Source: an optimization exercise on an open RTL-to-GDS flow (aim: small area, a short achievable clock period and few clock cycles per item). Production flows keep margins and buffers that such runs may drop.
In this exercise RTL edits were held to simulation tests only and were not proved equivalent to the original.
Power is estimated from default activity; no workload was simulated.

`flow/constraint.sdc`:
```
create_clock -name core_clock -period 5.5 [get_ports {HCLK}]
set_input_delay 1.1000 -clock core_clock [delete_from_list [all_inputs] [get_ports {HCLK}]]
set_output_delay 1.1000 -clock core_clock [all_outputs]
set_load 0.01 [all_outputs]
```
`flow/config.mk`:
```
export PLATFORM = sky130hd
export DESIGN_NAME = xip_line_cache_ahbl
export DESIGN_NICKNAME = xip_line_cache_ahbl
export VERILOG_FILES = /design/flow/design.v
export SDC_FILE = /design/flow/constraint.sdc
export NUM_CORES = 4
export LEC_CHECK = 0
export CAP_MARGIN = 20
export CORE_MARGIN = 2
export CORE_UTILIZATION = 40
export SLEW_MARGIN = 20
```
`flow/run.sh`:
```
#!/bin/bash
# synth_recipe.tcl (not shown) runs the flow's synth.tcl, then flattens the netlist and writes it again
# the make line also repeats each setting of config.mk as NAME=value (left out here)
make -C /OpenROAD-flow-scripts/flow DESIGN_CONFIG=/design/flow/config.mk WORK_HOME=/design/flow/orfs CLKGATE_MAP_FILE= SYNTH_SCRIPT=/design/flow/synth_recipe.tcl finish
```
`flow/design.v`:
```
package ahbl_pkg;
  localparam logic [1:0] HTRANS_IDLE   = 2'b00;
  localparam logic [1:0] HTRANS_BUSY   = 2'b01;
  localparam logic [1:0] HTRANS_NONSEQ = 2'b10;
  localparam logic [1:0] HTRANS_SEQ    = 2'b11;
  typedef enum logic [1:0] {
    StIdle = 2'd0,
    StFill = 2'd1,
    StResp = 2'd2
  } cache_state_e;
  function automatic logic htrans_active(input logic [1:0] htrans);
    case (htrans)
      HTRANS_NONSEQ, HTRANS_SEQ: htrans_active = 1'b1;
      HTRANS_IDLE, HTRANS_BUSY:  htrans_active = 1'b0;
      default:                   htrans_active = 1'b0;
    endcase
  endfunction
endpackage
module xip_line_cache_store #(
  parameter int unsigned NUM_LINES  = 16,
  parameter int unsigned LINE_WORDS = 4,
  parameter int unsigned TAG_W      = 16
) (
  input  logic                          clk_i,
  input  logic                          rst_ni,
  input  logic                          clear_i,
  input  logic                          we_i,
  input  logic [$clog2(NUM_LINES)-1:0]  widx_i,
  input  logic [$clog2(LINE_WORDS)-1:0] wword_i,
  input  logic [31:0]                   wdata_i,
  input  logic                          tag_we_i,
  input  logic [TAG_W-1:0]              tag_i,
  input  logic                          valid_i,
  input  logic [$clog2(NUM_LINES)-1:0]  ridx_i,
  input  logic [$clog2(LINE_WORDS)-1:0] rword_i,
  output logic [31:0]                   rdata_o,
  output logic [TAG_W-1:0]              rtag_o,
  output logic                          rvalid_o
);
  logic [31:0]      data_q [NUM_LINES][LINE_WORDS];
  logic [TAG_W-1:0] tag_q  [NUM_LINES];
  logic [NUM_LINES-1:0] valid_q;
  always_ff @(posedge clk_i) begin
    if (we_i) begin
      data_q[widx_i][wword_i] <= wdata_i;
    end
    if (tag_we_i) begin
      tag_q[widx_i] <= tag_i;
    end
  end
  always_ff @(posedge clk_i or negedge rst_ni) begin
    if (!rst_ni) begin
      valid_q <= '0;
    end else if (clear_i) begin
      valid_q <= '0;
    end else if (tag_we_i) begin
      valid_q[widx_i] <= valid_i;
    end
  end
  assign rdata_o  = data_q[ridx_i][rword_i];
  assign rtag_o   = tag_q[ridx_i];
  assign rvalid_o = valid_q[ridx_i];
endmodule
module xip_line_cache_ahbl #(
  parameter int unsigned NUM_LINES  = 16,
  parameter int unsigned LINE_WORDS = 4,
  parameter int unsigned ADDR_W     = 24
) (
  input  logic        HCLK,
  input  logic        HRESETn,
  input  logic        HSEL,
  input  logic [31:0] HADDR,
  input  logic [1:0]  HTRANS,
  input  logic        HWRITE,
  input  logic        HREADY,
  output logic        HREADYOUT,
  output logic [31:0] HRDATA,
  output logic        HRESP,
  output logic        M_HSEL,
  output logic [31:0] M_HADDR,
  output logic [1:0]  M_HTRANS,
  input  logic        M_HREADY,
  input  logic [31:0] M_HRDATA,
  input  logic        flush
);
  localparam int unsigned OFF_W = $clog2(LINE_WORDS);
  localparam int unsigned IDX_W = $clog2(NUM_LINES);
  localparam int unsigned TAG_W = ADDR_W - OFF_W - IDX_W - 2;
  localparam int unsigned CNT_W = OFF_W + 1;
  ahbl_pkg::cache_state_e     state_q, state_d;
  logic             rd_pend_q;
  logic [OFF_W-1:0] off_q;
  logic [IDX_W-1:0] idx_q;
  logic [TAG_W-1:0] tag_q;
  logic [CNT_W-1:0] issue_cnt_q, issue_cnt_d;
  logic [OFF_W-1:0] data_cnt_q, data_cnt_d;
  logic             data_pend_q, data_pend_d;
  logic             fill_flush_q, fill_flush_d;
  logic              accept, hit, issuing, capture, last_word;
  logic              st_tag_we, st_valid;
  logic [31:0]       st_rdata;
  logic [TAG_W-1:0]  st_rtag;
  logic              st_rvalid;
  logic [ADDR_W-1:0] fill_addr;
  logic              unused_addr;
  assign unused_addr = ^{HADDR[31:ADDR_W], HADDR[1:0]};
  assign accept    = HSEL & ahbl_pkg::htrans_active(HTRANS) & HREADY;
  assign hit       = st_rvalid & (st_rtag == tag_q);
  assign issuing   = (state_q == ahbl_pkg::StFill) && (issue_cnt_q < CNT_W'(LINE_WORDS));
  assign capture   = (state_q == ahbl_pkg::StFill) && data_pend_q && M_HREADY;
  assign last_word = data_cnt_q == OFF_W'(LINE_WORDS - 1);
  assign fill_addr = {tag_q, idx_q, issue_cnt_q[OFF_W-1:0], 2'b00};
  always_ff @(posedge HCLK or negedge HRESETn) begin
    if (!HRESETn) begin
      rd_pend_q <= 1'b0;
      off_q     <= '0;
      idx_q     <= '0;
      tag_q     <= '0;
    end else if (HREADY) begin
      rd_pend_q <= accept & ~HWRITE;
      if (accept) begin
        {tag_q, idx_q, off_q} <= HADDR[ADDR_W-1:2];
      end
    end
  end
  always_ff @(posedge HCLK or negedge HRESETn) begin
    if (!HRESETn) begin
      state_q      <= ahbl_pkg::StIdle;
      issue_cnt_q  <= '0;
      data_cnt_q   <= '0;
      data_pend_q  <= 1'b0;
      fill_flush_q <= 1'b0;
    end else begin
      state_q      <= state_d;
      issue_cnt_q  <= issue_cnt_d;
      data_cnt_q   <= data_cnt_d;
      data_pend_q  <= data_pend_d;
      fill_flush_q <= fill_flush_d;
    end
  end
  always_comb begin
    state_d      = state_q;
    issue_cnt_d  = issue_cnt_q;
    data_cnt_d   = data_cnt_q;
    data_pend_d  = data_pend_q;
    fill_flush_d = fill_flush_q | flush;
    unique case (state_q)
      ahbl_pkg::StIdle: begin
        if (rd_pend_q && !hit) begin
          state_d      = ahbl_pkg::StFill;
          issue_cnt_d  = '0;
          data_cnt_d   = '0;
          data_pend_d  = 1'b0;
          fill_flush_d = flush;
        end
      end
      ahbl_pkg::StFill: begin
        if (M_HREADY) begin
          data_pend_d = issuing;
          if (issuing) begin
            issue_cnt_d = issue_cnt_q + CNT_W'(1);
          end
        end
        if (capture) begin
          data_cnt_d = data_cnt_q + OFF_W'(1);
          if (last_word) begin
            state_d = ahbl_pkg::StResp;
          end
        end
      end
      ahbl_pkg::StResp:  state_d = ahbl_pkg::StIdle;
      default: state_d = ahbl_pkg::StIdle;
    endcase
  end
  always_comb begin
    HREADYOUT = 1'b1;
    HRDATA    = '0;
    M_HSEL    = 1'b0;
    M_HTRANS  = ahbl_pkg::HTRANS_IDLE;
    M_HADDR   = '0;
    unique case (state_q)
      ahbl_pkg::StIdle: begin
        if (rd_pend_q) begin
          if (hit) begin
            HRDATA = st_rdata;
          end else begin
            HREADYOUT = 1'b0;
          end
        end
      end
      ahbl_pkg::StFill: begin
        HREADYOUT = 1'b0;
        M_HSEL    = issuing | data_pend_q;
        if (issuing) begin
          M_HTRANS = ahbl_pkg::HTRANS_NONSEQ;
          M_HADDR  = 32'(fill_addr);
        end
      end
      ahbl_pkg::StResp:  HRDATA = st_rdata;
      default: ;
    endcase
  end
  assign HRESP     = 1'b0;
  assign st_tag_we = capture & last_word;
  assign st_valid  = ~(fill_flush_q | flush);
  xip_line_cache_store #(
    .NUM_LINES  (NUM_LINES),
    .LINE_WORDS (LINE_WORDS),
    .TAG_W      (TAG_W)
  ) u_store (
    .clk_i    (HCLK),
    .rst_ni   (HRESETn),
    .clear_i  (flush),
    .we_i     (capture),
    .widx_i   (idx_q),
    .wword_i  (data_cnt_q),
    .wdata_i  (M_HRDATA),
    .tag_we_i (st_tag_we),
    .tag_i    (tag_q),
    .valid_i  (st_valid),
    .ridx_i   (idx_q),
    .rword_i  (off_q),
    .rdata_o  (st_rdata),
    .rtag_o   (st_rtag),
    .rvalid_o (st_rvalid)
  );
endmodule
```
==> summary.txt <==
-- layout make-up --
type	instances	area share
inverters	11	0.000571
diodes	8	0.000190
clock inverters	127	0.0109
well taps	2992	0.0356
multi-input cells	1180	0.189
repair buffers	376	0.0374
flip-flops and latches	2352	0.669
clock buffers	294	0.0574
-- path summary, 6_finish.rpt --
| path | from | end | slack [ns] |
|---|---|---|---|
| hold reg to reg | fill_flush_q | u_store.valid_q[0] | 0.47 |
| min in group core_clock | fill_flush_q | u_store.valid_q[0] | 0.47 |
| setup / recovery | idx_q[1] | HRDATA[6] | 0.12 |
| setup reg to reg | idx_q[2] | u_store.data_q[30][1] | 1.46 |
| hold / removal | HRESETn | idx_q[2] | 0.38 |
| max in group asynchronous | HRESETn | off_q[0] | 4.58 |
-- where the power goes --
| group | internal [mW] | total (mW) | leakage, nW | switching (mW) |
|---|---|---|---|---|
| registers | 20.0 | 20.2 | 21.3 | 0.221 |
| clock network | 8.47 | 15.1 | 3.49 | 6.59 |
| logic | 3.01 | 6.28 | 7.94 | 3.27 |
| total | 31.4 | 41.5 | 32.7 | 10.1 |
-- flip-flops by register name (all words and copies together), names as in the netlist, 3 cells and up --
name             flops
u_store.tag_q      256
u_store.data_q    2048
tag_q               16
u_store.valid_q     16
issue_cnt_q          3
idx_q                4
-- routing by layer --
layer | wire, µm | GRT usage
met5 | 28 | 0
met3 | 14800 | 0.0416
met2 | 106000 | 0.303
met4 | 4000 | 0.0415
met1 | 88500 | 0.252
-- per-stage QoR --
step,util,instances,setup WS [ns],area [µm²]
2_1_floorplan,-,3743,1.43,90600
3_3_place_gp,0.432,6864,0.299,97200
3_5_place_dp,0.432,6864,0.254,97200
4_1_cts,0.466,7303,0.000281,105000
5_1_grt,0.468,7337,0.00699,105000
6_report,0.468,7340,0.117,105000
-- cell usage after synthesis, drive strengths merged --
master and count:
edfxtp 2304, mux4 727, clkbuf 119, nor2 118, buf 81, dfrtp 48
mux2i 44, nand2 44, nor2b 36, mux2 30, and2 19, xnor2 18
nand3 14, nor3 14, a22oi 12, inv 11, o21ai 11, a21oi 10
xor2 10, a22o 8, ha 7, o22ai 6, a221oi 4, a31oi 4
or3 4, a211oi 3, and3 3, nand2b 3, nand4 2, nor3b 2
o2111ai 2, o211ai 2, a2111oi 1, a21o 1, a2bb2oi 1, a32oi 1
conb 1, nor4 1, o21a 1, o21bai 1, o22a 1, o311ai 1
o31ai 1, o41a 1
-- timing repair --
action | in CTS | in global routing
pin swaps | 3 | 5
setup buffers | 14 | 24
cloned | 4 | 2
endpoints found under the setup margin | 33 | 32
hold endpoints to repair | 0 | 0
gates resized for setup | 54 | 44
-- placed cells by master (no fill, tap or decap), types with 17 or more instances in the layout --
cell             count
mux2i_1             44
xnor2_1             17
nor2b_1             33
buf_12              54
buf_4              207
and2_1              19
nor2_4              64
edfxtp_1          2304
clkbuf_16          232
mux2_2              30
clkinv_1            61
dfrtp_1             42
nor2_1              46
nand2_1             44
mux4_2             727
clkinv_2            33
clkbuf_1            60
clkdlybuf4s50_1     52
-- kinds of logic after synthesis --
group | Yosys count | synth area share
buf+inv | 211 | 0.0102
flops | 2352 | 0.778
xor+xnor | 28 | 0.00271
other cells | 1 | 0.0000414
compound gates | 72 | 0.00583
mux | 801 | 0.189
fa+ha+maj | 7 | 0.000968
simple gates | 260 | 0.0131
==> summary.txt <==
IR analysis of the VDD net gives a maximum drop of ~0.00028 V. Summed over all layers, the global routing overflow is 0. The worst setup path category is reg2out. The power density over the cells is just under 400 nW/µm².

The clock net in this run drives a total of ~2,400 sinks. The critical path contains buffers and inverters numbering 5 combined. The post-route fraction of the period consumed by the critical path is 0.979. The share of the synthesized area in the top cell type came out at 0.764. The clock reaches the later pin of the worst-skew pair after roughly 0.85 ns. Grouping stages by cell kind, the critical path spends the most delay in multiplexers.

From synthesis to final layout, the design area changed by 16.2%. Port buffering added 118 buffers. The number of antenna violations at the first check in global routing is 30. After clock tree synthesis, the clock-pin slew on the worst setup and hold paths is approximately 0.060 ns. The placed wire-length estimate is between 100 and 150 mm.

The footprint of the multi-input gates came out at a little under 20,000 µm². The average wire per cell in the routed design is 29.1 µm. roughly 140 I/O pins were placed. The average size of a mapped cell came out at ~24 µm². TritonCTS built the clock tree. Headroom to the max-slew limit came out at 0.267. The tightest min-delay check is of the in2async type. The final wirelength is between 200 and 250 mm. Setup repair after global routing left no endpoint under its margin. The via-per-instance ratio came out at between 5 and 6. The slowest cell on the critical path is mux4_2. The number of cells produced by synthesis is 3,732. The worst clock skew is roughly 0.05 ns. The die span in y came out at around 480 µm. The overall power consumption came out at just over 40 mW. The core box area is 225,000 µm².

The overall global routing resource usage came out at 0.184. Data on the critical path arrives at its endpoint at about 4.3 ns. The biggest cell delay along the critical path is 0.55 ns.

The remaining antenna violation count is 0. For the worst flop-to-flop path, the logic depth is 6. The first detailed-routing pass took 7 iterations. The library cell with the largest summed area after synthesis is edfxtp_1. The maximum fanout encountered on the critical timing path came out at 4. The final sum of negative setup slack is 0 ns. The via count of the first global-routing pass came out at 41,600. The number of setup violations in the final report came out at 0. Clock tree synthesis inserted a total of ~230 buffers. Timing would allow up to approximately 190 MHz. The number of max-slew violations in the final report came out at 0. The number of warnings issued by yosys is 2. In this run the cell area of the synthesized design comes to ~90,000 µm². The width of the die is between 400 and 500 µm. The number of max-capacitance violations reported is 0.

Among the stages of the critical path, the cell type that occurs most often is buf_4. The maximum number of pins on one net before global-route repair came out at 87. The total via count in the routed design came out at 40,900.

The critical path goes through buf_4, mux4_2, mux4_2, xnor2_4, o211ai_1, a2111oi_4, buf_4, a2bb2oi_4, buf_12, buf_4, nor2b_1, dlygate4sd2_1. The run finished with no timing, DRC or antenna violations. The analysis attributes to cell leakage a power of 32.7 nW. The largest buffer count on any clock path is 3.

The worst hold-check slack is about 0.38 ns. STA classifies the critical path startpoint as a flip-flop. The sequential cell area is between 70,000 and 80,000 µm². The cell depth of the worst setup path came out at 12. In the final layout, the share of cells above drive strength 1 is 0.335. The congestion estimate from routability-driven global placement came to around 0.76.

The initial core utilization came out at 0.402. For this run, design rule violations remaining after detail routing come to 0. For this design, the CTS-stage hold fixing added 0 buffers. The data required time of the worst path is about 4.4 ns. Counting distinct cell types in the post-synthesis netlist gives between 40 and 50.

The final-layout fill cell count came out at 18,100. The sequential area share after synthesis is 0.778. STA classifies the critical path endpoint as an output port. After the last flow step, the layout net total stands at about 4,200. The transition time of the tightest slew-check pin came out at 1.10 ns. The maximum level of the CTS H-tree came out at 4. The die outline area is 230,000 µm².

The minimum period implied by the final worst setup slack came out at 5.38 ns. Clock tree synthesis selected as its root buffer the cell clkbuf_16. The standard-cell row count is between 150 and 200.

After the first detailed-routing iteration, the DRC count stood at between 4,000 and 5,000. The synthesized flop and latch total is around 2,400. The first-pass GRT wire length came out at 305 mm.

Yosys attributes the largest share of cell area to edfxtp_1, mux4_2, dfrtp_1, clkbuf_1, nor2_1. The final-report hold violation count is 0.
Testbench counts, summed over its fixed seeds: cycles 57,272, reads 24,000.

## re-timing with driven ports
In the flow no input, the clock included, has a driving cell. The finished layout below was timed again as built, in two steps.
Step 1, drivers: a clkbuf_16 drives HCLK and a buf_2 each remaining input, both assumed.
Step 2 moves the port delays by t, midway between the first and last clock arrival at a register: inputs arrive t later, outputs are due t later. That takes back most of the time a late clock gives input paths.
a / b / c = ideal / step 1 / step 2; a / b = the first two.
t, ns: 0.927
slack for setup (ns): 0.117 / 0.024 / 0.738
worst hold slack (ns): 0.378 / 0.308 / 0.472
worst data-port slew with drivers (ns): 0.28
pins driven straight from the clock port: 1
After both steps this run still meets setup and hold. For this run, drivers alone change the setup slack by -0.093 ns; drivers and shift together by +0.621 ns.
